What follows belongs to an exercise in optimizing a design on an open flow for small area, a short achievable clock period and few clock cycles per item; a production flow would make more cautious choices. The RTL was checked by simulation tests, not by an equivalence proof against the original design.

### flow/run.sh
#!/bin/bash
# synth_recipe.tcl (not shown) runs the flow's synth.tcl, then flattens the netlist and writes it again
# the make line also repeats each setting of config.mk as NAME=value (left out here)
make -C /OpenROAD-flow-scripts/flow DESIGN_CONFIG=/design/flow/config.mk WORK_HOME=/design/flow/orfs CLKGATE_MAP_FILE= SYNTH_SCRIPT=/design/flow/synth_recipe.tcl finish
### flow/config.mk
export PLATFORM = sky130hd
export DESIGN_NAME = seq_mac_unit
export DESIGN_NICKNAME = seq_mac_unit
export VERILOG_FILES = /design/flow/design.v
export SDC_FILE = /design/flow/constraint.sdc
export NUM_CORES = 4
export LEC_CHECK = 0
export CAP_MARGIN = 20
export CORE_MARGIN = 2
export CORE_UTILIZATION = 50
export SETUP_SLACK_MARGIN = 5
export SLEW_MARGIN = 20
### flow/constraint.sdc
create_clock -name core_clock -period 8.0 [get_ports {clk_i}]
set_input_delay 1.6000 -clock core_clock [delete_from_list [all_inputs] [get_ports {clk_i}]]
set_output_delay 1.6000 -clock core_clock [all_outputs]
set_load 0.01 [all_outputs]
### flow/design.v
module seq_mac_unit (
    input  logic        clk_i,
    input  logic        rst_i,
    input  logic        MUL_Start_STRB_i,
    input  logic [81:0] a_i,
    input  logic [81:0] b_i,
    input  logic [81:0] acc_i,
    output logic        MUL_Done_STRB_o,
    output logic [81:0] out_o,
    output logic        busy_o
);
    localparam int K = 10;
    localparam int NSTEP = 5;
    localparam int CNTW = $clog2(NSTEP + 1);
    logic [40:0]  A_q;
    logic [50:0] B_q;       
    logic [81:0]  P_q;
    logic [41:0] c_q;
    logic         rc_q;
    logic [K-1:0] RC_q;
    logic         busy_q, done_q, fin_q;
    logic [CNTW-1:0] cnt_q;
    logic [4:0] x1_q, x2_q, neg_q;
    logic [4:0] x1_n, x2_n, neg_n;    
    logic [K:0] nb;
    logic [41:0] ax;
    assign ax = {A_q[40], A_q};
    logic [41:0] pp0;
    logic [41:0] pp1;
    logic [41:0] pp2;
    logic [41:0] pp3;
    logic [41:0] pp4;
    assign nb = busy_q ? B_q[20:10] : {b_i[9:0], 1'b0};
    assign x1_n[0]  = nb[0] ^ nb[1];
    assign x2_n[0]  = (nb[2] & ~nb[1] & ~nb[0]) | (~nb[2] & nb[1] & nb[0]);
    assign neg_n[0] = nb[2];
    assign pp0      = (({42{x1_q[0]}} & ax) | ({42{x2_q[0]}} & {ax[40:0], 1'b0})) ^ {42{neg_q[0]}};
    assign x1_n[1]  = nb[2] ^ nb[3];
    assign x2_n[1]  = (nb[4] & ~nb[3] & ~nb[2]) | (~nb[4] & nb[3] & nb[2]);
    assign neg_n[1] = nb[4];
    assign pp1      = (({42{x1_q[1]}} & ax) | ({42{x2_q[1]}} & {ax[40:0], 1'b0})) ^ {42{neg_q[1]}};
    assign x1_n[2]  = nb[4] ^ nb[5];
    assign x2_n[2]  = (nb[6] & ~nb[5] & ~nb[4]) | (~nb[6] & nb[5] & nb[4]);
    assign neg_n[2] = nb[6];
    assign pp2      = (({42{x1_q[2]}} & ax) | ({42{x2_q[2]}} & {ax[40:0], 1'b0})) ^ {42{neg_q[2]}};
    assign x1_n[3]  = nb[6] ^ nb[7];
    assign x2_n[3]  = (nb[8] & ~nb[7] & ~nb[6]) | (~nb[8] & nb[7] & nb[6]);
    assign neg_n[3] = nb[8];
    assign pp3      = (({42{x1_q[3]}} & ax) | ({42{x2_q[3]}} & {ax[40:0], 1'b0})) ^ {42{neg_q[3]}};
    assign x1_n[4]  = nb[8] ^ nb[9];
    assign x2_n[4]  = (nb[10] & ~nb[9] & ~nb[8]) | (~nb[10] & nb[9] & nb[8]);
    assign neg_n[4] = nb[10];
    assign pp4      = (({42{x1_q[4]}} & ax) | ({42{x2_q[4]}} & {ax[40:0], 1'b0})) ^ {42{neg_q[4]}};
    logic fs0, fc0, fs1, fc1, fs2, fc2, fs3, fc3, fs4, fc4, fs5, fc5, fs6, fc6, fs7, fc7, fs8, fc8, fs9, fc9, fs10, fc10, fs11, fc11, fs12, fc12, fs13, fc13, fs14, fc14, fs15, fc15, fs16, fc16, fs17, fc17, fs18, fc18, fs19, fc19, fs20, fc20, fs21, fc21, fs22, fc22, fs23, fc23, fs24, fc24, fs25, fc25, fs26, fc26, fs27, fc27, fs28, fc28, fs29, fc29, fs30, fc30, fs31, fc31, fs32, fc32, fs33, fc33, fs34, fc34, fs35, fc35, fs36, fc36, fs37, fc37, fs38, fc38, fs39, fc39, fs40, fc40, fs41, fc41, fs42, fc42, fs43, fc43, fs44, fc44, fs45, fc45, fs46, fc46, fs47, fc47, fs48, fc48, fs49, fc49, fs50, fc50, fs51, fc51, fs52, fc52, fs53, fc53, fs54, fc54, fs55, fc55, fs56, fc56, fs57, fc57, fs58, fc58, fs59, fc59, fs60, fc60, fs61, fc61, fs62, fc62, fs63, fc63, fs64, fc64, fs65, fc65, fs66, fc66, fs67, fc67, fs68, fc68, fs69, fc69, fs70, fc70, fs71, fc71, fs72, fc72, fs73, fc73, fs74, fc74, fs75, fc75, fs76, fc76, fs77, fc77, fs78, fc78, fs79, fc79, fs80, fc80, fs81, fc81, fs82, fc82, fs83, fc83, fs84, fc84, fs85, fc85, fs86, fc86, fs87, fc87, fs88, fc88, fs89, fc89, fs90, fc90, fs91, fc91, fs92, fc92, fs93, fc93, fs94, fc94, fs95, fc95, fs96, fc96, fs97, fc97, fs98, fc98, fs99, fc99, fs100, fc100, fs101, fc101, fs102, fc102, fs103, fc103, fs104, fc104, fs105, fc105, fs106, fc106, fs107, fc107, fs108, fc108, fs109, fc109, fs110, fc110, fs111, fc111, fs112, fc112, fs113, fc113, fs114, fc114, fs115, fc115, fs116, fc116, fs117, fc117, fs118, fc118, fs119, fc119, fs120, fc120, fs121, fc121, fs122, fc122, fs123, fc123, fs124, fc124, fs125, fc125, fs126, fc126, fs127, fc127, fs128, fc128, fs129, fc129, fs130, fc130, fs131, fc131, fs132, fc132, fs133, fc133, fs134, fc134, fs135, fc135, fs136, fc136, fs137, fc137, fs138, fc138, fs139, fc139, fs140, fc140, fs141, fc141, fs142, fc142, fs143, fc143, fs144, fc144, fs145, fc145, fs146, fc146, fs147, fc147, fs148, fc148, fs149, fc149, fs150, fc150, fs151, fc151, fs152, fc152, fs153, fc153, fs154, fc154, fs155, fc155, fs156, fc156, fs157, fc157, fs158, fc158, fs159, fc159, fs160, fc160, fs161, fc161, fs162, fc162, fs163, fc163, fs164, fc164, fs165, fc165, fs166, fc166, fs167, fc167, fs168, fc168, fs169, fc169, fs170, fc170, fs171, fc171, fs172, fc172, fs173, fc173, fs174, fc174, fs175, fc175, fs176, fc176, fs177, fc177, fs178, fc178, fs179, fc179, fs180, fc180, fs181, fc181, fs182, fc182, fs183, fc183, fs184, fc184, fs185, fc185, fs186, fc186, fs187, fc187, fs188, fc188, fs189, fc189, fs190, fc190, fs191, fc191, fs192, fc192, fs193, fc193, fs194, fc194, fs195, fc195, fs196, fc196, fs197, fc197, fs198, fc198, fs199, fc199, fs200, fc200, fs201, fc201, fs202, fc202, fs203, fc203, fs204, fc204, fs205, fc205, fs206, fc206, fs207, fc207, fs208, fc208, fs209, fc209, fs210, fc210, fs211, fc211, fs212, fc212, fs213, fc213, fs214, fc214, fs215, fc215, fs216, fc216, fs217, fc217, fs218, fc218, fs219, fc219, fs220, fc220, fs221, fc221, fs222, fc222, fs223, fc223, fs224, fc224, fs225, fc225, fs226, fc226, fs227, fc227, fs228, fc228, fs229, fc229, fs230, fc230, fs231, fc231, fs232, fc232, fs233, fc233, fs234, fc234, fs235, fc235, fs236, fc236, fs237, fc237, fs238, fc238, fs239, fc239, fs240, fc240, fs241, fc241, fs242, fc242, fs243, fc243, fs244, fc244, fs245, fc245, fs246, fc246, fs247, fc247, fs248, fc248, fs249, fc249, fs250, fc250, fs251, fc251, fs252, fc252, fs253, fc253, fs254, fc254, fs255, fc255, fs256, fc256;
    assign fs0 = P_q[6] ^ c_q[6];
    assign fc0 = P_q[6] & c_q[6];
    assign fs1 = P_q[7] ^ c_q[7];
    assign fc1 = P_q[7] & c_q[7];
    assign fs2 = P_q[8] ^ c_q[8] ^ neg_q[4];
    assign fc2 = (P_q[8] & c_q[8]) | (P_q[8] & neg_q[4]) | (c_q[8] & neg_q[4]);
    assign fs3 = pp0[8] ^ pp1[6];
    assign fc3 = pp0[8] & pp1[6];
    assign fs4 = P_q[9] ^ c_q[9] ^ pp0[9];
    assign fc4 = (P_q[9] & c_q[9]) | (P_q[9] & pp0[9]) | (c_q[9] & pp0[9]);
    assign fs5 = pp1[7] ^ pp2[5];
    assign fc5 = pp1[7] & pp2[5];
    assign fs6 = P_q[10] ^ c_q[10] ^ pp0[10];
    assign fc6 = (P_q[10] & c_q[10]) | (P_q[10] & pp0[10]) | (c_q[10] & pp0[10]);
    assign fs7 = pp1[8] ^ pp2[6];
    assign fc7 = pp1[8] & pp2[6];
    assign fs8 = P_q[11] ^ c_q[11] ^ pp0[11];
    assign fc8 = (P_q[11] & c_q[11]) | (P_q[11] & pp0[11]) | (c_q[11] & pp0[11]);
    assign fs9 = pp1[9] ^ pp2[7];
    assign fc9 = pp1[9] & pp2[7];
    assign fs10 = P_q[12] ^ c_q[12] ^ pp0[12];
    assign fc10 = (P_q[12] & c_q[12]) | (P_q[12] & pp0[12]) | (c_q[12] & pp0[12]);
    assign fs11 = pp1[10] ^ pp2[8];
    assign fc11 = pp1[10] & pp2[8];
    assign fs12 = P_q[13] ^ c_q[13] ^ pp0[13];
    assign fc12 = (P_q[13] & c_q[13]) | (P_q[13] & pp0[13]) | (c_q[13] & pp0[13]);
    assign fs13 = pp1[11] ^ pp2[9];
    assign fc13 = pp1[11] & pp2[9];
    assign fs14 = P_q[14] ^ c_q[14] ^ pp0[14];
    assign fc14 = (P_q[14] & c_q[14]) | (P_q[14] & pp0[14]) | (c_q[14] & pp0[14]);
    assign fs15 = pp1[12] ^ pp2[10];
    assign fc15 = pp1[12] & pp2[10];
    assign fs16 = P_q[15] ^ c_q[15] ^ pp0[15];
    assign fc16 = (P_q[15] & c_q[15]) | (P_q[15] & pp0[15]) | (c_q[15] & pp0[15]);
    assign fs17 = pp1[13] ^ pp2[11];
    assign fc17 = pp1[13] & pp2[11];
    assign fs18 = P_q[16] ^ c_q[16] ^ pp0[16];
    assign fc18 = (P_q[16] & c_q[16]) | (P_q[16] & pp0[16]) | (c_q[16] & pp0[16]);
    assign fs19 = pp1[14] ^ pp2[12];
    assign fc19 = pp1[14] & pp2[12];
    assign fs20 = P_q[17] ^ c_q[17] ^ pp0[17];
    assign fc20 = (P_q[17] & c_q[17]) | (P_q[17] & pp0[17]) | (c_q[17] & pp0[17]);
    assign fs21 = pp1[15] ^ pp2[13];
    assign fc21 = pp1[15] & pp2[13];
    assign fs22 = P_q[18] ^ c_q[18] ^ pp0[18];
    assign fc22 = (P_q[18] & c_q[18]) | (P_q[18] & pp0[18]) | (c_q[18] & pp0[18]);
    assign fs23 = pp1[16] ^ pp2[14];
    assign fc23 = pp1[16] & pp2[14];
    assign fs24 = P_q[19] ^ c_q[19] ^ pp0[19];
    assign fc24 = (P_q[19] & c_q[19]) | (P_q[19] & pp0[19]) | (c_q[19] & pp0[19]);
    assign fs25 = pp1[17] ^ pp2[15];
    assign fc25 = pp1[17] & pp2[15];
    assign fs26 = P_q[20] ^ c_q[20] ^ pp0[20];
    assign fc26 = (P_q[20] & c_q[20]) | (P_q[20] & pp0[20]) | (c_q[20] & pp0[20]);
    assign fs27 = pp1[18] ^ pp2[16];
    assign fc27 = pp1[18] & pp2[16];
    assign fs28 = P_q[21] ^ c_q[21] ^ pp0[21];
    assign fc28 = (P_q[21] & c_q[21]) | (P_q[21] & pp0[21]) | (c_q[21] & pp0[21]);
    assign fs29 = pp1[19] ^ pp2[17];
    assign fc29 = pp1[19] & pp2[17];
    assign fs30 = P_q[22] ^ c_q[22] ^ pp0[22];
    assign fc30 = (P_q[22] & c_q[22]) | (P_q[22] & pp0[22]) | (c_q[22] & pp0[22]);
    assign fs31 = pp1[20] ^ pp2[18];
    assign fc31 = pp1[20] & pp2[18];
    assign fs32 = P_q[23] ^ c_q[23] ^ pp0[23];
    assign fc32 = (P_q[23] & c_q[23]) | (P_q[23] & pp0[23]) | (c_q[23] & pp0[23]);
    assign fs33 = pp1[21] ^ pp2[19];
    assign fc33 = pp1[21] & pp2[19];
    assign fs34 = P_q[24] ^ c_q[24] ^ pp0[24];
    assign fc34 = (P_q[24] & c_q[24]) | (P_q[24] & pp0[24]) | (c_q[24] & pp0[24]);
    assign fs35 = pp1[22] ^ pp2[20];
    assign fc35 = pp1[22] & pp2[20];
    assign fs36 = P_q[25] ^ c_q[25] ^ pp0[25];
    assign fc36 = (P_q[25] & c_q[25]) | (P_q[25] & pp0[25]) | (c_q[25] & pp0[25]);
    assign fs37 = pp1[23] ^ pp2[21];
    assign fc37 = pp1[23] & pp2[21];
    assign fs38 = P_q[26] ^ c_q[26] ^ pp0[26];
    assign fc38 = (P_q[26] & c_q[26]) | (P_q[26] & pp0[26]) | (c_q[26] & pp0[26]);
    assign fs39 = pp1[24] ^ pp2[22];
    assign fc39 = pp1[24] & pp2[22];
    assign fs40 = P_q[27] ^ c_q[27] ^ pp0[27];
    assign fc40 = (P_q[27] & c_q[27]) | (P_q[27] & pp0[27]) | (c_q[27] & pp0[27]);
    assign fs41 = pp1[25] ^ pp2[23];
    assign fc41 = pp1[25] & pp2[23];
    assign fs42 = P_q[28] ^ c_q[28] ^ pp0[28];
    assign fc42 = (P_q[28] & c_q[28]) | (P_q[28] & pp0[28]) | (c_q[28] & pp0[28]);
    assign fs43 = pp1[26] ^ pp2[24];
    assign fc43 = pp1[26] & pp2[24];
    assign fs44 = P_q[29] ^ c_q[29] ^ pp0[29];
    assign fc44 = (P_q[29] & c_q[29]) | (P_q[29] & pp0[29]) | (c_q[29] & pp0[29]);
    assign fs45 = pp1[27] ^ pp2[25];
    assign fc45 = pp1[27] & pp2[25];
    assign fs46 = P_q[30] ^ c_q[30] ^ pp0[30];
    assign fc46 = (P_q[30] & c_q[30]) | (P_q[30] & pp0[30]) | (c_q[30] & pp0[30]);
    assign fs47 = pp1[28] ^ pp2[26];
    assign fc47 = pp1[28] & pp2[26];
    assign fs48 = P_q[31] ^ c_q[31] ^ pp0[31];
    assign fc48 = (P_q[31] & c_q[31]) | (P_q[31] & pp0[31]) | (c_q[31] & pp0[31]);
    assign fs49 = pp1[29] ^ pp2[27];
    assign fc49 = pp1[29] & pp2[27];
    assign fs50 = P_q[32] ^ c_q[32] ^ pp0[32];
    assign fc50 = (P_q[32] & c_q[32]) | (P_q[32] & pp0[32]) | (c_q[32] & pp0[32]);
    assign fs51 = pp1[30] ^ pp2[28];
    assign fc51 = pp1[30] & pp2[28];
    assign fs52 = P_q[33] ^ c_q[33] ^ pp0[33];
    assign fc52 = (P_q[33] & c_q[33]) | (P_q[33] & pp0[33]) | (c_q[33] & pp0[33]);
    assign fs53 = pp1[31] ^ pp2[29];
    assign fc53 = pp1[31] & pp2[29];
    assign fs54 = P_q[34] ^ c_q[34] ^ pp0[34];
    assign fc54 = (P_q[34] & c_q[34]) | (P_q[34] & pp0[34]) | (c_q[34] & pp0[34]);
    assign fs55 = pp1[32] ^ pp2[30];
    assign fc55 = pp1[32] & pp2[30];
    assign fs56 = P_q[35] ^ c_q[35] ^ pp0[35];
    assign fc56 = (P_q[35] & c_q[35]) | (P_q[35] & pp0[35]) | (c_q[35] & pp0[35]);
    assign fs57 = pp1[33] ^ pp2[31];
    assign fc57 = pp1[33] & pp2[31];
    assign fs58 = P_q[36] ^ c_q[36] ^ pp0[36];
    assign fc58 = (P_q[36] & c_q[36]) | (P_q[36] & pp0[36]) | (c_q[36] & pp0[36]);
    assign fs59 = pp1[34] ^ pp2[32];
    assign fc59 = pp1[34] & pp2[32];
    assign fs60 = P_q[37] ^ c_q[37] ^ pp0[37];
    assign fc60 = (P_q[37] & c_q[37]) | (P_q[37] & pp0[37]) | (c_q[37] & pp0[37]);
    assign fs61 = pp1[35] ^ pp2[33];
    assign fc61 = pp1[35] & pp2[33];
    assign fs62 = P_q[38] ^ c_q[38] ^ pp0[38];
    assign fc62 = (P_q[38] & c_q[38]) | (P_q[38] & pp0[38]) | (c_q[38] & pp0[38]);
    assign fs63 = pp1[36] ^ pp2[34];
    assign fc63 = pp1[36] & pp2[34];
    assign fs64 = P_q[39] ^ c_q[39] ^ pp0[39];
    assign fc64 = (P_q[39] & c_q[39]) | (P_q[39] & pp0[39]) | (c_q[39] & pp0[39]);
    assign fs65 = pp1[37] ^ pp2[35];
    assign fc65 = pp1[37] & pp2[35];
    assign fs66 = P_q[40] ^ c_q[40] ^ pp0[40];
    assign fc66 = (P_q[40] & c_q[40]) | (P_q[40] & pp0[40]) | (c_q[40] & pp0[40]);
    assign fs67 = pp1[38] ^ pp2[36];
    assign fc67 = pp1[38] & pp2[36];
    assign fs68 = P_q[41] ^ c_q[41] ^ ~pp0[41];
    assign fc68 = (P_q[41] & c_q[41]) | (P_q[41] & ~pp0[41]) | (c_q[41] & ~pp0[41]);
    assign fs69 = pp1[39] ^ pp2[37];
    assign fc69 = pp1[39] & pp2[37];
    assign fs70 = P_q[42] ^ 1'b1 ^ pp1[40];
    assign fc70 = (P_q[42] & 1'b1) | (P_q[42] & pp1[40]) | (1'b1 & pp1[40]);
    assign fs71 = P_q[2] ^ c_q[2];
    assign fc71 = P_q[2] & c_q[2];
    assign fs72 = P_q[3] ^ c_q[3];
    assign fc72 = P_q[3] & c_q[3];
    assign fs73 = P_q[4] ^ c_q[4] ^ neg_q[2];
    assign fc73 = (P_q[4] & c_q[4]) | (P_q[4] & neg_q[2]) | (c_q[4] & neg_q[2]);
    assign fs74 = pp0[4] ^ pp1[2];
    assign fc74 = pp0[4] & pp1[2];
    assign fs75 = P_q[5] ^ c_q[5] ^ pp0[5];
    assign fc75 = (P_q[5] & c_q[5]) | (P_q[5] & pp0[5]) | (c_q[5] & pp0[5]);
    assign fs76 = pp1[3] ^ pp2[1];
    assign fc76 = pp1[3] & pp2[1];
    assign fs77 = neg_q[3] ^ fs0 ^ pp0[6];
    assign fc77 = (neg_q[3] & fs0) | (neg_q[3] & pp0[6]) | (fs0 & pp0[6]);
    assign fs78 = pp1[4] ^ pp2[2] ^ pp3[0];
    assign fc78 = (pp1[4] & pp2[2]) | (pp1[4] & pp3[0]) | (pp2[2] & pp3[0]);
    assign fs79 = fc0 ^ fs1 ^ pp0[7];
    assign fc79 = (fc0 & fs1) | (fc0 & pp0[7]) | (fs1 & pp0[7]);
    assign fs80 = pp1[5] ^ pp2[3] ^ pp3[1];
    assign fc80 = (pp1[5] & pp2[3]) | (pp1[5] & pp3[1]) | (pp2[3] & pp3[1]);
    assign fs81 = fc1 ^ fs2 ^ pp2[4];
    assign fc81 = (fc1 & fs2) | (fc1 & pp2[4]) | (fs2 & pp2[4]);
    assign fs82 = pp3[2] ^ pp4[0] ^ fs3;
    assign fc82 = (pp3[2] & pp4[0]) | (pp3[2] & fs3) | (pp4[0] & fs3);
    assign fs83 = fc2 ^ pp3[3] ^ pp4[1];
    assign fc83 = (fc2 & pp3[3]) | (fc2 & pp4[1]) | (pp3[3] & pp4[1]);
    assign fs84 = fc3 ^ fs5 ^ fs4;
    assign fc84 = (fc3 & fs5) | (fc3 & fs4) | (fs5 & fs4);
    assign fs85 = pp3[4] ^ pp4[2] ^ fc5;
    assign fc85 = (pp3[4] & pp4[2]) | (pp3[4] & fc5) | (pp4[2] & fc5);
    assign fs86 = fs7 ^ fc4 ^ fs6;
    assign fc86 = (fs7 & fc4) | (fs7 & fs6) | (fc4 & fs6);
    assign fs87 = pp3[5] ^ pp4[3] ^ fc7;
    assign fc87 = (pp3[5] & pp4[3]) | (pp3[5] & fc7) | (pp4[3] & fc7);
    assign fs88 = fs9 ^ fc6 ^ fs8;
    assign fc88 = (fs9 & fc6) | (fs9 & fs8) | (fc6 & fs8);
    assign fs89 = pp3[6] ^ pp4[4] ^ fc9;
    assign fc89 = (pp3[6] & pp4[4]) | (pp3[6] & fc9) | (pp4[4] & fc9);
    assign fs90 = fs11 ^ fc8 ^ fs10;
    assign fc90 = (fs11 & fc8) | (fs11 & fs10) | (fc8 & fs10);
    assign fs91 = pp3[7] ^ pp4[5] ^ fc11;
    assign fc91 = (pp3[7] & pp4[5]) | (pp3[7] & fc11) | (pp4[5] & fc11);
    assign fs92 = fs13 ^ fc10 ^ fs12;
    assign fc92 = (fs13 & fc10) | (fs13 & fs12) | (fc10 & fs12);
    assign fs93 = pp3[8] ^ pp4[6] ^ fc13;
    assign fc93 = (pp3[8] & pp4[6]) | (pp3[8] & fc13) | (pp4[6] & fc13);
    assign fs94 = fs15 ^ fc12 ^ fs14;
    assign fc94 = (fs15 & fc12) | (fs15 & fs14) | (fc12 & fs14);
    assign fs95 = pp3[9] ^ pp4[7] ^ fc15;
    assign fc95 = (pp3[9] & pp4[7]) | (pp3[9] & fc15) | (pp4[7] & fc15);
    assign fs96 = fs17 ^ fc14 ^ fs16;
    assign fc96 = (fs17 & fc14) | (fs17 & fs16) | (fc14 & fs16);
    assign fs97 = pp3[10] ^ pp4[8] ^ fc17;
    assign fc97 = (pp3[10] & pp4[8]) | (pp3[10] & fc17) | (pp4[8] & fc17);
    assign fs98 = fs19 ^ fc16 ^ fs18;
    assign fc98 = (fs19 & fc16) | (fs19 & fs18) | (fc16 & fs18);
    assign fs99 = pp3[11] ^ pp4[9] ^ fc19;
    assign fc99 = (pp3[11] & pp4[9]) | (pp3[11] & fc19) | (pp4[9] & fc19);
    assign fs100 = fs21 ^ fc18 ^ fs20;
    assign fc100 = (fs21 & fc18) | (fs21 & fs20) | (fc18 & fs20);
    assign fs101 = pp3[12] ^ pp4[10] ^ fc21;
    assign fc101 = (pp3[12] & pp4[10]) | (pp3[12] & fc21) | (pp4[10] & fc21);
    assign fs102 = fs23 ^ fc20 ^ fs22;
    assign fc102 = (fs23 & fc20) | (fs23 & fs22) | (fc20 & fs22);
    assign fs103 = pp3[13] ^ pp4[11] ^ fc23;
    assign fc103 = (pp3[13] & pp4[11]) | (pp3[13] & fc23) | (pp4[11] & fc23);
    assign fs104 = fs25 ^ fc22 ^ fs24;
    assign fc104 = (fs25 & fc22) | (fs25 & fs24) | (fc22 & fs24);
    assign fs105 = pp3[14] ^ pp4[12] ^ fc25;
    assign fc105 = (pp3[14] & pp4[12]) | (pp3[14] & fc25) | (pp4[12] & fc25);
    assign fs106 = fs27 ^ fc24 ^ fs26;
    assign fc106 = (fs27 & fc24) | (fs27 & fs26) | (fc24 & fs26);
    assign fs107 = pp3[15] ^ pp4[13] ^ fc27;
    assign fc107 = (pp3[15] & pp4[13]) | (pp3[15] & fc27) | (pp4[13] & fc27);
    assign fs108 = fs29 ^ fc26 ^ fs28;
    assign fc108 = (fs29 & fc26) | (fs29 & fs28) | (fc26 & fs28);
    assign fs109 = pp3[16] ^ pp4[14] ^ fc29;
    assign fc109 = (pp3[16] & pp4[14]) | (pp3[16] & fc29) | (pp4[14] & fc29);
    assign fs110 = fs31 ^ fc28 ^ fs30;
    assign fc110 = (fs31 & fc28) | (fs31 & fs30) | (fc28 & fs30);
    assign fs111 = pp3[17] ^ pp4[15] ^ fc31;
    assign fc111 = (pp3[17] & pp4[15]) | (pp3[17] & fc31) | (pp4[15] & fc31);
    assign fs112 = fs33 ^ fc30 ^ fs32;
    assign fc112 = (fs33 & fc30) | (fs33 & fs32) | (fc30 & fs32);
    assign fs113 = pp3[18] ^ pp4[16] ^ fc33;
    assign fc113 = (pp3[18] & pp4[16]) | (pp3[18] & fc33) | (pp4[16] & fc33);
    assign fs114 = fs35 ^ fc32 ^ fs34;
    assign fc114 = (fs35 & fc32) | (fs35 & fs34) | (fc32 & fs34);
    assign fs115 = pp3[19] ^ pp4[17] ^ fc35;
    assign fc115 = (pp3[19] & pp4[17]) | (pp3[19] & fc35) | (pp4[17] & fc35);
    assign fs116 = fs37 ^ fc34 ^ fs36;
    assign fc116 = (fs37 & fc34) | (fs37 & fs36) | (fc34 & fs36);
    assign fs117 = pp3[20] ^ pp4[18] ^ fc37;
    assign fc117 = (pp3[20] & pp4[18]) | (pp3[20] & fc37) | (pp4[18] & fc37);
    assign fs118 = fs39 ^ fc36 ^ fs38;
    assign fc118 = (fs39 & fc36) | (fs39 & fs38) | (fc36 & fs38);
    assign fs119 = pp3[21] ^ pp4[19] ^ fc39;
    assign fc119 = (pp3[21] & pp4[19]) | (pp3[21] & fc39) | (pp4[19] & fc39);
    assign fs120 = fs41 ^ fc38 ^ fs40;
    assign fc120 = (fs41 & fc38) | (fs41 & fs40) | (fc38 & fs40);
    assign fs121 = pp3[22] ^ pp4[20] ^ fc41;
    assign fc121 = (pp3[22] & pp4[20]) | (pp3[22] & fc41) | (pp4[20] & fc41);
    assign fs122 = fs43 ^ fc40 ^ fs42;
    assign fc122 = (fs43 & fc40) | (fs43 & fs42) | (fc40 & fs42);
    assign fs123 = pp3[23] ^ pp4[21] ^ fc43;
    assign fc123 = (pp3[23] & pp4[21]) | (pp3[23] & fc43) | (pp4[21] & fc43);
    assign fs124 = fs45 ^ fc42 ^ fs44;
    assign fc124 = (fs45 & fc42) | (fs45 & fs44) | (fc42 & fs44);
    assign fs125 = pp3[24] ^ pp4[22] ^ fc45;
    assign fc125 = (pp3[24] & pp4[22]) | (pp3[24] & fc45) | (pp4[22] & fc45);
    assign fs126 = fs47 ^ fc44 ^ fs46;
    assign fc126 = (fs47 & fc44) | (fs47 & fs46) | (fc44 & fs46);
    assign fs127 = pp3[25] ^ pp4[23] ^ fc47;
    assign fc127 = (pp3[25] & pp4[23]) | (pp3[25] & fc47) | (pp4[23] & fc47);
    assign fs128 = fs49 ^ fc46 ^ fs48;
    assign fc128 = (fs49 & fc46) | (fs49 & fs48) | (fc46 & fs48);
    assign fs129 = pp3[26] ^ pp4[24] ^ fc49;
    assign fc129 = (pp3[26] & pp4[24]) | (pp3[26] & fc49) | (pp4[24] & fc49);
    assign fs130 = fs51 ^ fc48 ^ fs50;
    assign fc130 = (fs51 & fc48) | (fs51 & fs50) | (fc48 & fs50);
    assign fs131 = pp3[27] ^ pp4[25] ^ fc51;
    assign fc131 = (pp3[27] & pp4[25]) | (pp3[27] & fc51) | (pp4[25] & fc51);
    assign fs132 = fs53 ^ fc50 ^ fs52;
    assign fc132 = (fs53 & fc50) | (fs53 & fs52) | (fc50 & fs52);
    assign fs133 = pp3[28] ^ pp4[26] ^ fc53;
    assign fc133 = (pp3[28] & pp4[26]) | (pp3[28] & fc53) | (pp4[26] & fc53);
    assign fs134 = fs55 ^ fc52 ^ fs54;
    assign fc134 = (fs55 & fc52) | (fs55 & fs54) | (fc52 & fs54);
    assign fs135 = pp3[29] ^ pp4[27] ^ fc55;
    assign fc135 = (pp3[29] & pp4[27]) | (pp3[29] & fc55) | (pp4[27] & fc55);
    assign fs136 = fs57 ^ fc54 ^ fs56;
    assign fc136 = (fs57 & fc54) | (fs57 & fs56) | (fc54 & fs56);
    assign fs137 = pp3[30] ^ pp4[28] ^ fc57;
    assign fc137 = (pp3[30] & pp4[28]) | (pp3[30] & fc57) | (pp4[28] & fc57);
    assign fs138 = fs59 ^ fc56 ^ fs58;
    assign fc138 = (fs59 & fc56) | (fs59 & fs58) | (fc56 & fs58);
    assign fs139 = pp3[31] ^ pp4[29] ^ fc59;
    assign fc139 = (pp3[31] & pp4[29]) | (pp3[31] & fc59) | (pp4[29] & fc59);
    assign fs140 = fs61 ^ fc58 ^ fs60;
    assign fc140 = (fs61 & fc58) | (fs61 & fs60) | (fc58 & fs60);
    assign fs141 = pp3[32] ^ pp4[30] ^ fc61;
    assign fc141 = (pp3[32] & pp4[30]) | (pp3[32] & fc61) | (pp4[30] & fc61);
    assign fs142 = fs63 ^ fc60 ^ fs62;
    assign fc142 = (fs63 & fc60) | (fs63 & fs62) | (fc60 & fs62);
    assign fs143 = pp3[33] ^ pp4[31] ^ fc63;
    assign fc143 = (pp3[33] & pp4[31]) | (pp3[33] & fc63) | (pp4[31] & fc63);
    assign fs144 = fs65 ^ fc62 ^ fs64;
    assign fc144 = (fs65 & fc62) | (fs65 & fs64) | (fc62 & fs64);
    assign fs145 = pp3[34] ^ pp4[32] ^ fc65;
    assign fc145 = (pp3[34] & pp4[32]) | (pp3[34] & fc65) | (pp4[32] & fc65);
    assign fs146 = fs67 ^ fc64 ^ fs66;
    assign fc146 = (fs67 & fc64) | (fs67 & fs66) | (fc64 & fs66);
    assign fs147 = pp3[35] ^ pp4[33] ^ fc67;
    assign fc147 = (pp3[35] & pp4[33]) | (pp3[35] & fc67) | (pp4[33] & fc67);
    assign fs148 = fs69 ^ fc66 ^ fs68;
    assign fc148 = (fs69 & fc66) | (fs69 & fs68) | (fc66 & fs68);
    assign fs149 = pp2[38] ^ pp3[36] ^ pp4[34];
    assign fc149 = (pp2[38] & pp3[36]) | (pp2[38] & pp4[34]) | (pp3[36] & pp4[34]);
    assign fs150 = fc69 ^ fc68 ^ fs70;
    assign fc150 = (fc69 & fc68) | (fc69 & fs70) | (fc68 & fs70);
    assign fs151 = P_q[43] ^ ~pp1[41] ^ pp2[39];
    assign fc151 = (P_q[43] & ~pp1[41]) | (P_q[43] & pp2[39]) | (~pp1[41] & pp2[39]);
    assign fs152 = pp3[37] ^ pp4[35] ^ fc70;
    assign fc152 = (pp3[37] & pp4[35]) | (pp3[37] & fc70) | (pp4[35] & fc70);
    assign fs153 = P_q[44] ^ 1'b1 ^ pp2[40];
    assign fc153 = (P_q[44] & 1'b1) | (P_q[44] & pp2[40]) | (1'b1 & pp2[40]);
    assign fs154 = pp3[38] ^ pp4[36];
    assign fc154 = pp3[38] & pp4[36];
    assign fs155 = P_q[45] ^ ~pp2[41] ^ pp3[39];
    assign fc155 = (P_q[45] & ~pp2[41]) | (P_q[45] & pp3[39]) | (~pp2[41] & pp3[39]);
    assign fs156 = P_q[46] ^ 1'b1;
    assign fc156 = P_q[46] & 1'b1;
    assign fs157 = P_q[0] ^ c_q[0];
    assign fc157 = P_q[0] & c_q[0];
    assign fs158 = P_q[1] ^ c_q[1];
    assign fc158 = P_q[1] & c_q[1];
    assign fs159 = neg_q[1] ^ fs71 ^ pp0[2];
    assign fc159 = (neg_q[1] & fs71) | (neg_q[1] & pp0[2]) | (fs71 & pp0[2]);
    assign fs160 = fc71 ^ fs72 ^ pp0[3];
    assign fc160 = (fc71 & fs72) | (fc71 & pp0[3]) | (fs72 & pp0[3]);
    assign fs161 = fc72 ^ fs73 ^ pp2[0];
    assign fc161 = (fc72 & fs73) | (fc72 & pp2[0]) | (fs73 & pp2[0]);
    assign fs162 = fc73 ^ fc74 ^ fs76;
    assign fc162 = (fc73 & fc74) | (fc73 & fs76) | (fc74 & fs76);
    assign fs163 = fc76 ^ fc75 ^ fs77;
    assign fc163 = (fc76 & fc75) | (fc76 & fs77) | (fc75 & fs77);
    assign fs164 = fc77 ^ fc78 ^ fs79;
    assign fc164 = (fc77 & fc78) | (fc77 & fs79) | (fc78 & fs79);
    assign fs165 = fc79 ^ fc80 ^ fs81;
    assign fc165 = (fc79 & fc80) | (fc79 & fs81) | (fc80 & fs81);
    assign fs166 = fc81 ^ fs83 ^ fc82;
    assign fc166 = (fc81 & fs83) | (fc81 & fc82) | (fs83 & fc82);
    assign fs167 = fc83 ^ fs85 ^ fc84;
    assign fc167 = (fc83 & fs85) | (fc83 & fc84) | (fs85 & fc84);
    assign fs168 = fc85 ^ fs87 ^ fc86;
    assign fc168 = (fc85 & fs87) | (fc85 & fc86) | (fs87 & fc86);
    assign fs169 = fc87 ^ fs89 ^ fc88;
    assign fc169 = (fc87 & fs89) | (fc87 & fc88) | (fs89 & fc88);
    assign fs170 = fc89 ^ fs91 ^ fc90;
    assign fc170 = (fc89 & fs91) | (fc89 & fc90) | (fs91 & fc90);
    assign fs171 = fc91 ^ fs93 ^ fc92;
    assign fc171 = (fc91 & fs93) | (fc91 & fc92) | (fs93 & fc92);
    assign fs172 = fc93 ^ fs95 ^ fc94;
    assign fc172 = (fc93 & fs95) | (fc93 & fc94) | (fs95 & fc94);
    assign fs173 = fc95 ^ fs97 ^ fc96;
    assign fc173 = (fc95 & fs97) | (fc95 & fc96) | (fs97 & fc96);
    assign fs174 = fc97 ^ fs99 ^ fc98;
    assign fc174 = (fc97 & fs99) | (fc97 & fc98) | (fs99 & fc98);
    assign fs175 = fc99 ^ fs101 ^ fc100;
    assign fc175 = (fc99 & fs101) | (fc99 & fc100) | (fs101 & fc100);
    assign fs176 = fc101 ^ fs103 ^ fc102;
    assign fc176 = (fc101 & fs103) | (fc101 & fc102) | (fs103 & fc102);
    assign fs177 = fc103 ^ fs105 ^ fc104;
    assign fc177 = (fc103 & fs105) | (fc103 & fc104) | (fs105 & fc104);
    assign fs178 = fc105 ^ fs107 ^ fc106;
    assign fc178 = (fc105 & fs107) | (fc105 & fc106) | (fs107 & fc106);
    assign fs179 = fc107 ^ fs109 ^ fc108;
    assign fc179 = (fc107 & fs109) | (fc107 & fc108) | (fs109 & fc108);
    assign fs180 = fc109 ^ fs111 ^ fc110;
    assign fc180 = (fc109 & fs111) | (fc109 & fc110) | (fs111 & fc110);
    assign fs181 = fc111 ^ fs113 ^ fc112;
    assign fc181 = (fc111 & fs113) | (fc111 & fc112) | (fs113 & fc112);
    assign fs182 = fc113 ^ fs115 ^ fc114;
    assign fc182 = (fc113 & fs115) | (fc113 & fc114) | (fs115 & fc114);
    assign fs183 = fc115 ^ fs117 ^ fc116;
    assign fc183 = (fc115 & fs117) | (fc115 & fc116) | (fs117 & fc116);
    assign fs184 = fc117 ^ fs119 ^ fc118;
    assign fc184 = (fc117 & fs119) | (fc117 & fc118) | (fs119 & fc118);
    assign fs185 = fc119 ^ fs121 ^ fc120;
    assign fc185 = (fc119 & fs121) | (fc119 & fc120) | (fs121 & fc120);
    assign fs186 = fc121 ^ fs123 ^ fc122;
    assign fc186 = (fc121 & fs123) | (fc121 & fc122) | (fs123 & fc122);
    assign fs187 = fc123 ^ fs125 ^ fc124;
    assign fc187 = (fc123 & fs125) | (fc123 & fc124) | (fs125 & fc124);
    assign fs188 = fc125 ^ fs127 ^ fc126;
    assign fc188 = (fc125 & fs127) | (fc125 & fc126) | (fs127 & fc126);
    assign fs189 = fc127 ^ fs129 ^ fc128;
    assign fc189 = (fc127 & fs129) | (fc127 & fc128) | (fs129 & fc128);
    assign fs190 = fc129 ^ fs131 ^ fc130;
    assign fc190 = (fc129 & fs131) | (fc129 & fc130) | (fs131 & fc130);
    assign fs191 = fc131 ^ fs133 ^ fc132;
    assign fc191 = (fc131 & fs133) | (fc131 & fc132) | (fs133 & fc132);
    assign fs192 = fc133 ^ fs135 ^ fc134;
    assign fc192 = (fc133 & fs135) | (fc133 & fc134) | (fs135 & fc134);
    assign fs193 = fc135 ^ fs137 ^ fc136;
    assign fc193 = (fc135 & fs137) | (fc135 & fc136) | (fs137 & fc136);
    assign fs194 = fc137 ^ fs139 ^ fc138;
    assign fc194 = (fc137 & fs139) | (fc137 & fc138) | (fs139 & fc138);
    assign fs195 = fc139 ^ fs141 ^ fc140;
    assign fc195 = (fc139 & fs141) | (fc139 & fc140) | (fs141 & fc140);
    assign fs196 = fc141 ^ fs143 ^ fc142;
    assign fc196 = (fc141 & fs143) | (fc141 & fc142) | (fs143 & fc142);
    assign fs197 = fc143 ^ fs145 ^ fc144;
    assign fc197 = (fc143 & fs145) | (fc143 & fc144) | (fs145 & fc144);
    assign fs198 = fc145 ^ fs147 ^ fc146;
    assign fc198 = (fc145 & fs147) | (fc145 & fc146) | (fs147 & fc146);
    assign fs199 = fs149 ^ fc147 ^ fc148;
    assign fc199 = (fs149 & fc147) | (fs149 & fc148) | (fc147 & fc148);
    assign fs200 = fc149 ^ fs151 ^ fs152;
    assign fc200 = (fc149 & fs151) | (fc149 & fs152) | (fs151 & fs152);
    assign fs201 = fs154 ^ fc151 ^ fs153;
    assign fc201 = (fs154 & fc151) | (fs154 & fs153) | (fc151 & fs153);
    assign fs202 = pp4[37] ^ fc154 ^ fc153;
    assign fc202 = (pp4[37] & fc154) | (pp4[37] & fc153) | (fc154 & fc153);
    assign fs203 = fs156 ^ pp3[40] ^ pp4[38];
    assign fc203 = (fs156 & pp3[40]) | (fs156 & pp4[38]) | (pp3[40] & pp4[38]);
    assign fs204 = P_q[47] ^ fc156 ^ ~pp3[41];
    assign fc204 = (P_q[47] & fc156) | (P_q[47] & ~pp3[41]) | (fc156 & ~pp3[41]);
    assign fs205 = P_q[48] ^ 1'b1;
    assign fc205 = P_q[48] & 1'b1;
    assign fs206 = neg_q[0] ^ fs157 ^ pp0[0];
    assign fc206 = (neg_q[0] & fs157) | (neg_q[0] & pp0[0]) | (fs157 & pp0[0]);
    assign fs207 = fc157 ^ fs158 ^ pp0[1];
    assign fc207 = (fc157 & fs158) | (fc157 & pp0[1]) | (fs158 & pp0[1]);
    assign fs208 = fc158 ^ pp1[0] ^ fs159;
    assign fc208 = (fc158 & pp1[0]) | (fc158 & fs159) | (pp1[0] & fs159);
    assign fs209 = pp1[1] ^ fc159 ^ fs160;
    assign fc209 = (pp1[1] & fc159) | (pp1[1] & fs160) | (fc159 & fs160);
    assign fs210 = fs74 ^ fc160 ^ fs161;
    assign fc210 = (fs74 & fc160) | (fs74 & fs161) | (fc160 & fs161);
    assign fs211 = fc161 ^ fs75 ^ fs162;
    assign fc211 = (fc161 & fs75) | (fc161 & fs162) | (fs75 & fs162);
    assign fs212 = fs78 ^ fc162 ^ fs163;
    assign fc212 = (fs78 & fc162) | (fs78 & fs163) | (fc162 & fs163);
    assign fs213 = fs80 ^ fc163 ^ fs164;
    assign fc213 = (fs80 & fc163) | (fs80 & fs164) | (fc163 & fs164);
    assign fs214 = fs82 ^ fc164 ^ fs165;
    assign fc214 = (fs82 & fc164) | (fs82 & fs165) | (fc164 & fs165);
    assign fs215 = fc165 ^ fs84 ^ fs166;
    assign fc215 = (fc165 & fs84) | (fc165 & fs166) | (fs84 & fs166);
    assign fs216 = fs86 ^ fc166 ^ fs167;
    assign fc216 = (fs86 & fc166) | (fs86 & fs167) | (fc166 & fs167);
    assign fs217 = fs88 ^ fc167 ^ fs168;
    assign fc217 = (fs88 & fc167) | (fs88 & fs168) | (fc167 & fs168);
    assign fs218 = fs90 ^ fc168 ^ fs169;
    assign fc218 = (fs90 & fc168) | (fs90 & fs169) | (fc168 & fs169);
    assign fs219 = fs92 ^ fc169 ^ fs170;
    assign fc219 = (fs92 & fc169) | (fs92 & fs170) | (fc169 & fs170);
    assign fs220 = fs94 ^ fc170 ^ fs171;
    assign fc220 = (fs94 & fc170) | (fs94 & fs171) | (fc170 & fs171);
    assign fs221 = fs96 ^ fc171 ^ fs172;
    assign fc221 = (fs96 & fc171) | (fs96 & fs172) | (fc171 & fs172);
    assign fs222 = fs98 ^ fc172 ^ fs173;
    assign fc222 = (fs98 & fc172) | (fs98 & fs173) | (fc172 & fs173);
    assign fs223 = fs100 ^ fc173 ^ fs174;
    assign fc223 = (fs100 & fc173) | (fs100 & fs174) | (fc173 & fs174);
    assign fs224 = fs102 ^ fc174 ^ fs175;
    assign fc224 = (fs102 & fc174) | (fs102 & fs175) | (fc174 & fs175);
    assign fs225 = fs104 ^ fc175 ^ fs176;
    assign fc225 = (fs104 & fc175) | (fs104 & fs176) | (fc175 & fs176);
    assign fs226 = fs106 ^ fc176 ^ fs177;
    assign fc226 = (fs106 & fc176) | (fs106 & fs177) | (fc176 & fs177);
    assign fs227 = fs108 ^ fc177 ^ fs178;
    assign fc227 = (fs108 & fc177) | (fs108 & fs178) | (fc177 & fs178);
    assign fs228 = fs110 ^ fc178 ^ fs179;
    assign fc228 = (fs110 & fc178) | (fs110 & fs179) | (fc178 & fs179);
    assign fs229 = fs112 ^ fc179 ^ fs180;
    assign fc229 = (fs112 & fc179) | (fs112 & fs180) | (fc179 & fs180);
    assign fs230 = fs114 ^ fc180 ^ fs181;
    assign fc230 = (fs114 & fc180) | (fs114 & fs181) | (fc180 & fs181);
    assign fs231 = fs116 ^ fc181 ^ fs182;
    assign fc231 = (fs116 & fc181) | (fs116 & fs182) | (fc181 & fs182);
    assign fs232 = fs118 ^ fc182 ^ fs183;
    assign fc232 = (fs118 & fc182) | (fs118 & fs183) | (fc182 & fs183);
    assign fs233 = fs120 ^ fc183 ^ fs184;
    assign fc233 = (fs120 & fc183) | (fs120 & fs184) | (fc183 & fs184);
    assign fs234 = fs122 ^ fc184 ^ fs185;
    assign fc234 = (fs122 & fc184) | (fs122 & fs185) | (fc184 & fs185);
    assign fs235 = fs124 ^ fc185 ^ fs186;
    assign fc235 = (fs124 & fc185) | (fs124 & fs186) | (fc185 & fs186);
    assign fs236 = fs126 ^ fc186 ^ fs187;
    assign fc236 = (fs126 & fc186) | (fs126 & fs187) | (fc186 & fs187);
    assign fs237 = fs128 ^ fc187 ^ fs188;
    assign fc237 = (fs128 & fc187) | (fs128 & fs188) | (fc187 & fs188);
    assign fs238 = fs130 ^ fc188 ^ fs189;
    assign fc238 = (fs130 & fc188) | (fs130 & fs189) | (fc188 & fs189);
    assign fs239 = fs132 ^ fc189 ^ fs190;
    assign fc239 = (fs132 & fc189) | (fs132 & fs190) | (fc189 & fs190);
    assign fs240 = fs134 ^ fc190 ^ fs191;
    assign fc240 = (fs134 & fc190) | (fs134 & fs191) | (fc190 & fs191);
    assign fs241 = fs136 ^ fc191 ^ fs192;
    assign fc241 = (fs136 & fc191) | (fs136 & fs192) | (fc191 & fs192);
    assign fs242 = fs138 ^ fc192 ^ fs193;
    assign fc242 = (fs138 & fc192) | (fs138 & fs193) | (fc192 & fs193);
    assign fs243 = fs140 ^ fc193 ^ fs194;
    assign fc243 = (fs140 & fc193) | (fs140 & fs194) | (fc193 & fs194);
    assign fs244 = fs142 ^ fc194 ^ fs195;
    assign fc244 = (fs142 & fc194) | (fs142 & fs195) | (fc194 & fs195);
    assign fs245 = fs144 ^ fc195 ^ fs196;
    assign fc245 = (fs144 & fc195) | (fs144 & fs196) | (fc195 & fs196);
    assign fs246 = fs146 ^ fc196 ^ fs197;
    assign fc246 = (fs146 & fc196) | (fs146 & fs197) | (fc196 & fs197);
    assign fs247 = fs148 ^ fc197 ^ fs198;
    assign fc247 = (fs148 & fc197) | (fs148 & fs198) | (fc197 & fs198);
    assign fs248 = fs150 ^ fc198 ^ fs199;
    assign fc248 = (fs150 & fc198) | (fs150 & fs199) | (fc198 & fs199);
    assign fs249 = fc150 ^ fc199 ^ fs200;
    assign fc249 = (fc150 & fc199) | (fc150 & fs200) | (fc199 & fs200);
    assign fs250 = fc152 ^ fs201 ^ fc200;
    assign fc250 = (fc152 & fs201) | (fc152 & fc200) | (fs201 & fc200);
    assign fs251 = fs155 ^ fs202 ^ fc201;
    assign fc251 = (fs155 & fs202) | (fs155 & fc201) | (fs202 & fc201);
    assign fs252 = fc155 ^ fs203 ^ fc202;
    assign fc252 = (fc155 & fs203) | (fc155 & fc202) | (fs203 & fc202);
    assign fs253 = pp4[39] ^ fc203 ^ fs204;
    assign fc253 = (pp4[39] & fc203) | (pp4[39] & fs204) | (fc203 & fs204);
    assign fs254 = fs205 ^ pp4[40] ^ fc204;
    assign fc254 = (fs205 & pp4[40]) | (fs205 & fc204) | (pp4[40] & fc204);
    assign fs255 = P_q[49] ^ fc205 ^ ~pp4[41];
    assign fc255 = (P_q[49] & fc205) | (P_q[49] & ~pp4[41]) | (fc205 & ~pp4[41]);
    assign fs256 = P_q[50] ^ 1'b1;
    assign fc256 = P_q[50] & 1'b1;
    logic [51:0] cs_s, cs_c;
    assign cs_s = {1'b0, fc255, fc254, fc253, fc252, fc251, fc250, fc249, fc248, fc247, fc246, fc245, fc244, fc243, fc242, fc241, fc240, fc239, fc238, fc237, fc236, fc235, fc234, fc233, fc232, fc231, fc230, fc229, fc228, fc227, fc226, fc225, fc224, fc223, fc222, fc221, fc220, fc219, fc218, fc217, fc216, fc215, fc214, fc213, fc212, fc211, fc210, fc209, fc208, fc207, fc206, fs206};
    assign cs_c = {fc256, fs256, fs255, fs254, fs253, fs252, fs251, fs250, fs249, fs248, fs247, fs246, fs245, fs244, fs243, fs242, fs241, fs240, fs239, fs238, fs237, fs236, fs235, fs234, fs233, fs232, fs231, fs230, fs229, fs228, fs227, fs226, fs225, fs224, fs223, fs222, fs221, fs220, fs219, fs218, fs217, fs216, fs215, fs214, fs213, fs212, fs211, fs210, fs209, fs208, fs207, 1'b0};
    logic [41:0] X;
    assign X = {P_q[31:0], P_q[81:72]} + {c_q[31:0], RC_q[9:1], rc_q};
    wire rc_n = X[10] ^ P_q[0] ^ c_q[0];
    wire last = (cnt_q == CNTW'(NSTEP - 1));
    logic [81:0] P_step;
    always_comb begin
        P_step = {cs_s[9], cs_s[8], cs_s[7], cs_s[6], cs_s[5], cs_s[4], cs_s[3], cs_s[2], cs_s[1], cs_s[0], X[9], X[8], X[7], X[6], X[5], X[4], X[3], X[2], X[1], X[0], P_q[71], P_q[70], P_q[69], P_q[68], P_q[67], P_q[66], P_q[65], P_q[64], P_q[63], P_q[62], P_q[61], P_q[60], P_q[59], P_q[58], P_q[57], P_q[56], P_q[55], P_q[54], P_q[53], P_q[52], P_q[51], cs_s[50], cs_s[49], cs_s[48], cs_s[47], cs_s[46], cs_s[45], cs_s[44], cs_s[43], cs_s[42], cs_s[41], cs_s[40], cs_s[39], cs_s[38], cs_s[37], cs_s[36], cs_s[35], cs_s[34], cs_s[33], cs_s[32], cs_s[31], cs_s[30], cs_s[29], cs_s[28], cs_s[27], cs_s[26], cs_s[25], cs_s[24], cs_s[23], cs_s[22], cs_s[21], cs_s[20], cs_s[19], cs_s[18], cs_s[17], cs_s[16], cs_s[15], cs_s[14], cs_s[13], cs_s[12], cs_s[11], cs_s[10]};
            P_step[32] = last ? P_q[42] : cs_s[42];
            P_step[33] = last ? P_q[43] : cs_s[43];
            P_step[34] = last ? P_q[44] : cs_s[44];
            P_step[35] = last ? P_q[45] : cs_s[45];
            P_step[36] = last ? P_q[46] : cs_s[46];
            P_step[37] = last ? P_q[47] : cs_s[47];
            P_step[38] = last ? P_q[48] : cs_s[48];
            P_step[39] = last ? P_q[49] : cs_s[49];
            P_step[40] = last ? P_q[50] : cs_s[50];
    end
    always_ff @(posedge clk_i or posedge rst_i) begin
        if (rst_i) begin
            busy_q <= 1'b0;
            done_q <= 1'b0;
            fin_q  <= 1'b0;
            cnt_q  <= '0;
        end else begin
            done_q <= fin_q;
            fin_q  <= busy_q & ~fin_q & last;
            if (busy_q) begin
                busy_q <= ~fin_q;
                cnt_q  <= cnt_q + CNTW'(1);
            end else begin
                busy_q <= MUL_Start_STRB_i;
                cnt_q  <= '0;
            end
        end
    end
    always_ff @(posedge clk_i) begin
        if (busy_q) begin
            B_q  <= {{K{1'b0}}, B_q[50:K]};
            c_q  <= cs_c[51:K];
            rc_q <= rc_n;
            RC_q <= cs_c[9:0];
            x1_q <= x1_n;
            x2_q <= x2_n;
            neg_q <= neg_n;
            if (fin_q) begin
                P_q[31:0] <= X[41:10];
                P_q[81:72] <= X[9:0];
            end else begin
                P_q <= P_step;
            end
        end else begin
            A_q  <= a_i[40:0];
            B_q  <= {{9{b_i[40]}}, b_i[40:0], 1'b0};
            c_q  <= 42'(1) << 41;
            rc_q <= 1'b0;
            RC_q <= '0;
            x1_q <= x1_n;
            x2_q <= x2_n;
            neg_q <= neg_n;
            if (MUL_Start_STRB_i) P_q <= acc_i;
        end
    end
    assign out_o = {P_q[31:0], P_q[81:32]};
    assign MUL_Done_STRB_o = done_q;
    assign busy_o = busy_q;
endmodule
==> summary.txt <==
Run status
  – Status: complete, no violations

Routing
  – Initial DRC count: 1243
  – Drt wl/cell: 23.5 um
  – Via density: around 5.6
  – Number of nets with antenna violations after routing: 0
  – Drt total wl: ~69000 um
  – Vias: 16619
  – DRC: 0
  – TritonRoute pass-1 iters: 5

STA
  – Worst slew pin tran: 1.10 ns
  – Shortest period the worst path allows: 3.37 ns
  – Final Max Tran Viols: 0
  – Final TNS setup: 0 ns
  – Final Hold Viols: 0
  – Unrepaired setup endpoints after global routing: yes
  – Peak Freq: a little under 300 MHz
  – Final period util: roughly 42%
  – Clk_skew: 0.0259 ns
  – Setup violations, final: 0
  – Max transition margin: 26.9%

Clock network
  – H-Tree Depth: 1
  – CTS root buffer: clkbuf_16
  – Clk latency of the worst-skew pair: 0.59 ns
  – Max Root-Sink Buffers: 3
  – CTS tree: built
  – CTS Sinks: 227
  – Clk pin slew, worst setup/hold paths: 0.06 ns
  – Num CTS Buffers: 29

Yosys
  – Top cells by area, synth: fa_1 (21%), edfxtp_1 (18%), dfxtp_1 (9.6%)
  – Synth area leader: fa_1
  – Seq cells post-synth: between 200 and 250
  – Syn_area_per_cell: around 10 um2
  – Most frequent cell after synthesis: inv_1
  – Top FF cell, synth: edfxtp_1
  – Yosys cell types: 69
  – EDFF count, synth: ~120
  – Most frequent cells after synthesis: inv_1 (363), fa_1 (212), a22oi_1 (209)
  – Gate count of the mapped netlist: 2067
  – Synthesized cell area: 20500 um2
  – Yosys warnings: 1
  – Ys async rst share: under 10%
  – Syn Nets: about 2600
  – Top cell type's share of synthesized area: 20.7%
  – Seq/Total Area, Yosys: 28.4%

Global routing
  – Congestion Overflow GR: 0
  – Total Routing Usage GR: 32.8%
  – Initial antenna violation count: 1
  – First-pass GRT wire length: roughly 100000 um
  – Vias in the first global route: 17248
  – Largest net degree at the start of global routing: 90

Setup path
  – R2R depth: 13
  – Crit. End Element: flip-flop
  – WP data arrival: 3.65 ns
  – Critical path launch point type: flip-flop
  – Critical path required time: slightly above 8 ns
  – Crit path max fanout: 7
  – Critical path type: reg -> reg

Placement
  – DP HPWL: 46800 um
  – Inst Count DP: 2699
  – IO Port Bufs: 250
  – Final estimated routing congestion in global placement: 0.913

Floorplan
  – DIE HEIGHT: 206 um
  – CORE AREA: 40600 um2
  – Die Area: 42600 um2
  – Rows: 74
  – Die width: 206 um
  – Starting Density: 50.4%
  – Top Ports: between 300 and 400

Finish
  – Share of layout cells above drive strength 1: 27.3%
  – Final net count: 2939
  – Final Non-Filler Cells: 2951
  – Area growth syn-to-layout: 31.9%
  – Storage cell area: 5860 um2
  – Fillcell total: approximately 3300
  – Area taken by multi-input logic gates: 13400 um2

Min path
  – Min-delay worst type: reg -> reg
  – Hold depth: 1

Run
  – Max-Cap Viols: 0
## worst paths after layout
check	endpoint	start	slack (ns)
hold / removal	B_q[30]$_DFF_P_	B_q[40]$_DFF_P_	0.44
min in group asynchronous	busy_q$_DFF_PP0_	rst_i	1.22
hold reg to reg	B_q[30]$_DFF_P_	B_q[40]$_DFF_P_	0.44
setup / recovery	P_q[10]$_DFFE_PP_	x1_q[0]$_DFF_P_	4.63
max in group asynchronous	fin_q$_DFF_PP0_	rst_i	6.57
setup reg to reg	P_q[10]$_DFFE_PP_	x1_q[0]$_DFF_P_	4.63
## routing by layer
| layer | track usage, % | routed length [um] |
|---|---|---|
| met1 | 42.0 | 27900 |
| met2 | 54.6 | 33000 |
| met4 | 11.9 | 2590 |
| met5 | 0 | 0 |
| met3 | 7.19 | 5890 |
## layout make-up
class / instances / area share (%)
multi-input combinational: 1309 / 49.8
sequential: 227 / 21.7
timing repair buffer: 464 / 17.3
inverter: 364 / 5.08
clock buffer: 43 / 3.23
tap: 532 / 2.47
clock inverter: 11 / 0.422
antenna: 1 / 0.00927
## sequential cells by signal, indices dropped and copies added (netlist names)
register and cells:
A_q 41, B_q 32, P_q 82, RC_q 9, busy_q 1, c_q 42, cnt_q 3, done_q 1
fin_q 1, neg_q 4, rc_q 1, x1_q 5, x2_q 5
## worst max-delay path: stages (launching register included)
cell and delay, ns:
dfxtp_4 0.42, buf_12 0.16, buf_16 0.15, a22oi_2 0.17
xor2_1 0.25, fa_2 0.49, inv_2 0.07, fa_2 0.18
inv_2 0.04, fa_1 0.48, inv_2 0.04, fa_2 0.39
mux2i_1 0.15, a21oi_1 0.08
## cell families after synthesis
| group | after synthesis | share of synthesized area (%) |
|---|---|---|
| and+or+nand+nor | 250 | 6.03 |
| DFF | 227 | 28.4 |
| adders and majority gates | 295 | 25.8 |
| xor gates and xnor gates | 250 | 10.7 |
| muxes | 100 | 5.26 |
| AOI/OAI and AO/OA | 414 | 13.9 |
| buffers and inverters | 531 | 9.93 |
## stage by stage
stage	hold slack [ns]	instance area, um2	setup slack, ns	utilization (%)
floorplan	0.424	21000	4.88	-
global placement	0.437	23300	3.74	57.4
detailed placement	0.440	23300	3.71	57.4
CTS	0.449	26500	4.65	65.1
global route	0.456	27000	4.52	66.4
finish	0.444	27000	4.63	66.4
## placed cells by master (no fill, tap or decap), drive strengths merged, types with 6 or more instances in the layout
cell,synthesis,layout
dfxtp,98,98
nor2,80,80
ha,83,83
mux2,57,57
clkinv,0,7
clkbuf,133,43
dlygate4sd2,0,79
nand2,55,55
edfxtp,123,123
nand3,12,12
inv,364,366
o211ai,6,6
mux2i,43,43
a22oi,209,209
nand2b,9,9
dfrtp,6,6
xnor2,185,185
and2,50,50
fa,212,212
a31oi,6,6
o21a,7,7
buf,34,212
a21oi,80,80
nor3,7,7
clkdlybuf4s50,0,166
xor2,65,65
a211oi,6,6
a21o,20,20
nand4,11,11
o21ai,48,48
## timing repair
item,4_1_cts,5_1_grt
cloned,10,0
pin swaps,202,74
setup buffers,148,39
endpoints found under the setup margin,211,122
hold buffers,0,0
gates resized for setup,348,75
Testbench counts, summed over its fixed seeds: cycles 22,400, ops 3,200.

separate check: timing with driven ports:
In the flow no input, the clock included, has a driving cell. The finished layout below was timed again as built, in two steps. Step 1: set_driving_cell puts a clkbuf_16 on clk_i and a buf_2 on each other input, an assumption about the parent block. Step 2 also shifts input and output timing later by t, the mid clock arrival at the registers, as if the neighbouring blocks saw the same clock. a / b / c = no drivers / after step 1 / after step 2; a / b = the first two.
t (ns): 0.635
setup slack, ns: 4.631 / 4.631 / 4.485
worst hold slack (ns): 0.444 / 0.444 / 0.444
latest minus earliest clock arrival (ns): 0.026 / 0.027
worst slew at a driven data input, ns: 0.07
After both steps setup and hold are still met in this run. The setup slack of this run moves by 0.000 ns with the drivers and by -0.146 ns with both steps.
